What follows belongs to an exercise in optimizing a design on an open flow for small area; a production flow would make more cautious choices. Where RTL was checked, it was by simulation tests only, not by an equivalence proof against the original. No activity file was given, so power comes from the tool's default toggle rates.

## beta
==> module towerField, before the edit <==
module towerField (
	input logic clk,
	input logic resetN,
	input logic startOfFrame,
	input logic pause,
	input logic [10:0] px,
	input logic [10:0] py,
	input logic [8:0] column,
	output logic tower,
	output logic alt
);
	localparam int N = gamePkg::MAX_TOWERS;
	localparam logic [9:0] SPAWN_ROWN = ~10'(gamePkg::SPAWN_TY + 64);
	logic [3:0] spawned;  
	logic fresh;  
	logic [6:0] addTimer;
	logic [3:0] count;
	assign count = spawned + {3'b000, fresh};
	always_ff @(posedge clk or negedge resetN) begin
		if (!resetN) begin
			spawned <= '0;
			fresh <= 1'b1;
			addTimer <= 7'(gamePkg::TOWERS_WAIT);
		end else if (startOfFrame) begin
			spawned <= count;
			fresh <= (addTimer == '0) && (count != 4'(N));
			if (addTimer != '0) begin
				addTimer <= addTimer - 1'b1;
			end else begin
				addTimer <= 7'(gamePkg::TOWERS_WAIT);
			end
		end
	end
	logic [11:0] xs;
	logic [11:0] ys;
	logic xIn;
	logic yIn;
	assign xs = {1'b0, px} - 12'd64;
	assign ys = {1'b0, py} + 12'd64;
	assign xIn = xs[11:10] == 2'b00;
	assign yIn = ys[11:10] == 2'b00;
	logic valid [N];
	logic hitT [N];
	logic opaqueT [N];
	logic windowT [N];
	genvar i;
	generate
		for (i = 0; i < N; i++) begin : g_tower
			logic [8:0] colN;
			logic [9:0] rowN;
			logic [3:0] frac;
			logic respawn;
			logic respawnNow;
			logic fall;
			logic carry;
			logic [10:0] inc;  
			logic [9:0] sx;  
			logic [10:0] cx;
			logic [9:0] sy;  
			logic [10:0] cy;
			logic hitX;
			logic hitY;
			assign valid[i] = spawned > 4'(i);
			assign respawn = !valid[i] || !(rowN[9] || rowN[5]);
			assign respawnNow = startOfFrame && respawn;
			assign fall = startOfFrame && !pause;
			always_ff @(posedge clk) begin
				if (respawnNow) begin
					colN <= ~column;
				end
			end
			assign carry = frac[3] || (frac[2] && frac[1] && frac[0]);
			assign inc[0] = fall && !carry;
			assign inc[1] = fall && (carry || !rowN[0]);
			for (genvar b = 2; b < 11; b++) begin : g_inc
				assign inc[b] = inc[b - 1] && !rowN[b - 1];
			end
			always_ff @(posedge clk) begin
				if (respawnNow) begin
					rowN <= SPAWN_ROWN;
					frac <= '0;
				end else begin
					rowN <= rowN ^ inc[9:0];
					frac[0] <= frac[0] ^ fall;
					frac[1] <= frac[1] ^ (fall && frac[0]);
					frac[2] <= frac[2] ^ (fall && frac[0] && frac[1]);
					frac[3] <= frac[3] ^ (fall && !(frac[0] && frac[1] && frac[2]));
				end
			end
			assign cx[0] = 1'b1;
			for (genvar b = 0; b < 9; b++) begin : g_ax
				assign sx[b] = xs[b] ^ colN[b] ^ cx[b];
				assign cx[b + 1] = (xs[b] && colN[b]) || (cx[b] && (xs[b] || colN[b]));
			end
			assign sx[9] = !(xs[9] ^ cx[9]);
			assign cx[10] = xs[9] || cx[9];
			assign hitX = xIn && cx[10] && (sx[9:5] == 5'h00) && !(sx[4] && sx[3] && sx[2]);
			assign cy[0] = 1'b1;
			for (genvar b = 0; b < 10; b++) begin : g_ay
				assign sy[b] = ys[b] ^ rowN[b] ^ cy[b];
				assign cy[b + 1] = (ys[b] && rowN[b]) || (cy[b] && (ys[b] || rowN[b]));
			end
			assign hitY = yIn && cy[10] && (sy[9:6] == 4'h0)
				&& !(sy[5] && sy[4] && sy[3] && (sy[2] || sy[1]));
			assign hitT[i] = valid[i] && hitX && hitY;
			towerShape u_shape (
				.ox (sx[4:0]),
				.oy (sy[5:0]),
				.opaque (opaqueT[i]),
				.window (windowT[i])
			);
		end
	endgenerate
	logic [10:0] parkedDy;
	logic parkedHit;
	logic parkedOpaque;
	logic parkedWindow;
	assign parkedDy = py - 11'(gamePkg::PARKED_TY);
	assign parkedHit = fresh && (px[10:5] == '0) && !(px[4] && px[3] && px[2])
		&& (py >= 11'(gamePkg::PARKED_TY)) && (py < 11'(gamePkg::PARKED_TY + gamePkg::TOWER_H));
	towerShape u_parkedShape (
		.ox (px[4:0]),
		.oy (parkedDy[5:0]),
		.opaque (parkedOpaque),
		.window (parkedWindow)
	);
	logic towerNext;
	logic altNext;
	always_comb begin
		logic anyHit;
		logic op;
		logic win;
		anyHit = 1'b0;
		op = 1'b0;
		win = 1'b0;
		for (int k = 0; k < N; k++) begin
			if (hitT[k]) begin
				anyHit = 1'b1;
				op = opaqueT[k];
				win = windowT[k];
			end
		end
		if (parkedHit) begin
			anyHit = 1'b1;
			op = parkedOpaque;
			win = parkedWindow;
		end
		towerNext = anyHit && op;
		altNext = towerNext ? win : (py >= 11'(gamePkg::GROUND_Y));
	end
	always_ff @(posedge clk or negedge resetN) begin
		if (!resetN) begin
			tower <= 1'b0;
			alt <= 1'b0;
		end else begin
			tower <= towerNext;
			alt <= altNext;
		end
	end
endmodule
Settings: LEC_CHECK=0, CAP_MARGIN=20, CORE_MARGIN=2, CORE_UTILIZATION=40, GPL_TIMING_DRIVEN=0, SLEW_MARGIN=20; clock period 8.0 ns.
standard.sh (not shown) runs the stock make flow with config.mk's settings and CLKGATE_MAP_FILE= SYNTH_SCRIPT=/design/flow/synth_recipe.tcl, a recipe that flattens the netlist after the stock synthesis.
==> flow/flow/run.sh <==
#!/bin/bash
# Layout flow: the standard synthesis unchanged, then an area re-mapping of its
# combinational cells with ABC (every register cell kept as it is, same instance and
# type), checked equal to the standard netlist by Yosys; then the standard ORFS flow from
# the floorplan on, with buf_1 cells as the port buffers.
# Each tool writes its full output to a log of its own in this folder.
set -euo pipefail
HERE=$PWD
R=$HERE/orfs/results/$FLOW_PLATFORM/towerSceneTop/base
LIB=$FLOW_HOME/platforms/$FLOW_PLATFORM/lib/sky130_fd_sc_hd__tt_025C_1v80.lib

# 1. standard synthesis
bash standard.sh $R/1_2_yosys.v > synth.log 2>&1
cp $R/1_2_yosys.v std_1_2_yosys.v

# 2. re-map the combinational logic for area
DONT=""
for c in $(grep -o 'cell *( *"\?sky130_fd_sc_hd__\(lpflow\|probe\)[a-z0-9_]*' $LIB | grep -o 'sky130_fd_sc_hd__[a-z0-9_]*' | sort -u); do
	DONT="$DONT -dont_use $c"
done
FFS=$(grep -o 'sky130_fd_sc_hd__[a-z0-9_]*' std_1_2_yosys.v | sort -u | grep -E '__(df|edf|sdf|dl)' | tr '\n' ' ')
cp flow/resyn.abc resyn.abc
cat > resyn.ys <<EOS
read_liberty -overwrite -setattr liberty_cell -ignore_miss_func $LIB
read_verilog std_1_2_yosys.v
hierarchy -top $FLOW_TOP
setattr -mod -set blackbox 1 $FFS
flatten
opt_clean
techmap
opt -fast
abc -script $HERE/resyn.abc -liberty $LIB $DONT
opt_clean
setundef -zero
splitnets
opt_clean -purge
hilomap -singleton -hicell sky130_fd_sc_hd__conb_1 HI -locell sky130_fd_sc_hd__conb_1 LO
insbuf -buf sky130_fd_sc_hd__buf_4 A X
opt_clean -purge
tee -o resyn_stat.txt stat -liberty $LIB
write_verilog -noattr -nohex -nodec resyn_1_2_yosys.v
EOS
USE=std
if yosys -s resyn.ys > resyn.log 2>&1; then
	# prove the new netlist equal to the standard one: every register cell cut into ports
	# (paired by instance name), then ABC proves the combinational miter unsatisfiable
	python3 flow/cutff.py std_1_2_yosys.v eq_gold.v
	python3 flow/cutff.py resyn_1_2_yosys.v eq_gate.v
	sed -i 's/\b_\([0-9][0-9]*\)_\b/zz\1_/g' eq_gate.v
	cat > equiv.ys <<EOS
read_liberty -overwrite -ignore_miss_func $LIB
read_verilog eq_gold.v
rename $FLOW_TOP gold
read_verilog eq_gate.v
rename $FLOW_TOP gate
flatten
opt_clean
miter -equiv -flatten gold gate miter
hierarchy -top miter
flatten
opt_clean
setundef -zero
techmap
aigmap
opt_clean
write_aiger miter.aig
EOS
	if yosys -s equiv.ys > equiv.log 2>&1; then
		yosys-abc -c "read miter.aig; print_stats; strash; iprove" > equiv_abc.log 2>&1 || true
		if grep -q '^UNSATISFIABLE' equiv_abc.log; then
			USE=resyn
		fi
	fi
fi
echo "netlist used: $USE" > netlist_used.txt
if [[ $USE == resyn ]]; then
	cp resyn_1_2_yosys.v $R/1_2_yosys.v
	touch $R/1_2_yosys.v
fi

# 3. the rest of the standard flow
export BUFFER_PORTS_ARGS="-buffer_cell sky130_fd_sc_hd__buf_1"
export CTS_ARGS="-sink_clustering_enable -repair_clock_nets -dont_use_dummy_load -buf_list {sky130_fd_sc_hd__clkbuf_8} -root_buf sky130_fd_sc_hd__clkbuf_16 -sink_clustering_size 12 -sink_clustering_max_diameter 60"
bash standard.sh > layout.log 2>&1
Other scripts of this flow, unchanged in this note and not shown: flow/flow/cutff.py, flow/flow/resyn.abc
Edits applied to the flow inputs when going from beta to epsilon:
--- a/flow/design.v
+++ b/flow/design.v
@@ -39,13 +39,14 @@
 	input logic [10:0] py,
 	input logic [8:0] column,
 	output logic tower,
 	output logic alt
 );
 	localparam int N = gamePkg::MAX_TOWERS;
-	localparam logic [9:0] SPAWN_ROWN = ~10'(gamePkg::SPAWN_TY + 64);
+	localparam logic [9:0] SPAWN_ROW = 10'(gamePkg::SPAWN_TY + 64);
+	localparam logic [9:0] SPAWN_ROWN = ~SPAWN_ROW;
 	logic [3:0] spawned;  
 	logic fresh;  
 	logic [6:0] addTimer;
 	logic [3:0] count;
 	assign count = spawned + {3'b000, fresh};
 	always_ff @(posedge clk or negedge resetN) begin
## What came out
Of the two candidates, beta has the better hold slack and epsilon the worse one. epsilon: core utilization is 0.82 points lower than what beta reported. Compared with beta, in epsilon clock network fraction of design power decreased 7.1 points, total die area held, area of the core region now sits higher. When the final numbers for epsilon and beta were put side by side, the total length of routed met3 wires turned out to be smaller in beta. epsilon vs beta: met2 track demand over resource up. The multi-input combinational cell area reported for epsilon is smaller than that of beta by about 0.35%. The final layout from epsilon, which completed every stage, passed the timing, DRC and antenna checks at the end of the flow. The via count of the routed design on epsilon is in line with that on beta. Setup slack: epsilon less than beta. Relative to beta, synthesized cell count has gone down in epsilon. From beta to epsilon the numbers moved as follows: first-pass iteration count of the detailed router moved down; wire length moved up; clock period minus worst slack moved up.
Only the layout flow was run in beta; the RTL was not checked for function there.

[port drivers added, routing unchanged]
The results above use ideal ports. As a check the final layouts listed here were re-extracted and re-timed, cells and wires unchanged.
Step 1 sets driving cells, clkbuf_16 on the clock port and buf_2 on the other inputs (assumed; they add their load-dependent delay and slew).
Step 2 also shifts input and output timing later by t, the mid clock arrival at the registers, as if the neighbouring blocks saw the same clock.
Slacks: ideal ports / drivers / drivers and shift; pairs: ideal ports / drivers.
run	t, ns	slack for setup (ns)	hold slack, ns	latest minus earliest clock arrival (ns)	worst data-port slew with drivers (ns)
beta	0.550	0.813 / 0.830 / 0.279	0.357 / 0.357 / 0.357	0.031 / 0.031	0.07
epsilon	0.560	0.465 / 0.493 / -0.067	0.334 / 0.334 / 0.334	0.059 / 0.058	0.04
With both steps, setup timing fails in epsilon, where it was met with ideal ports. The setup slack of beta, which loses most, moves by +0.017 ns with the drivers and by -0.534 ns with both steps.
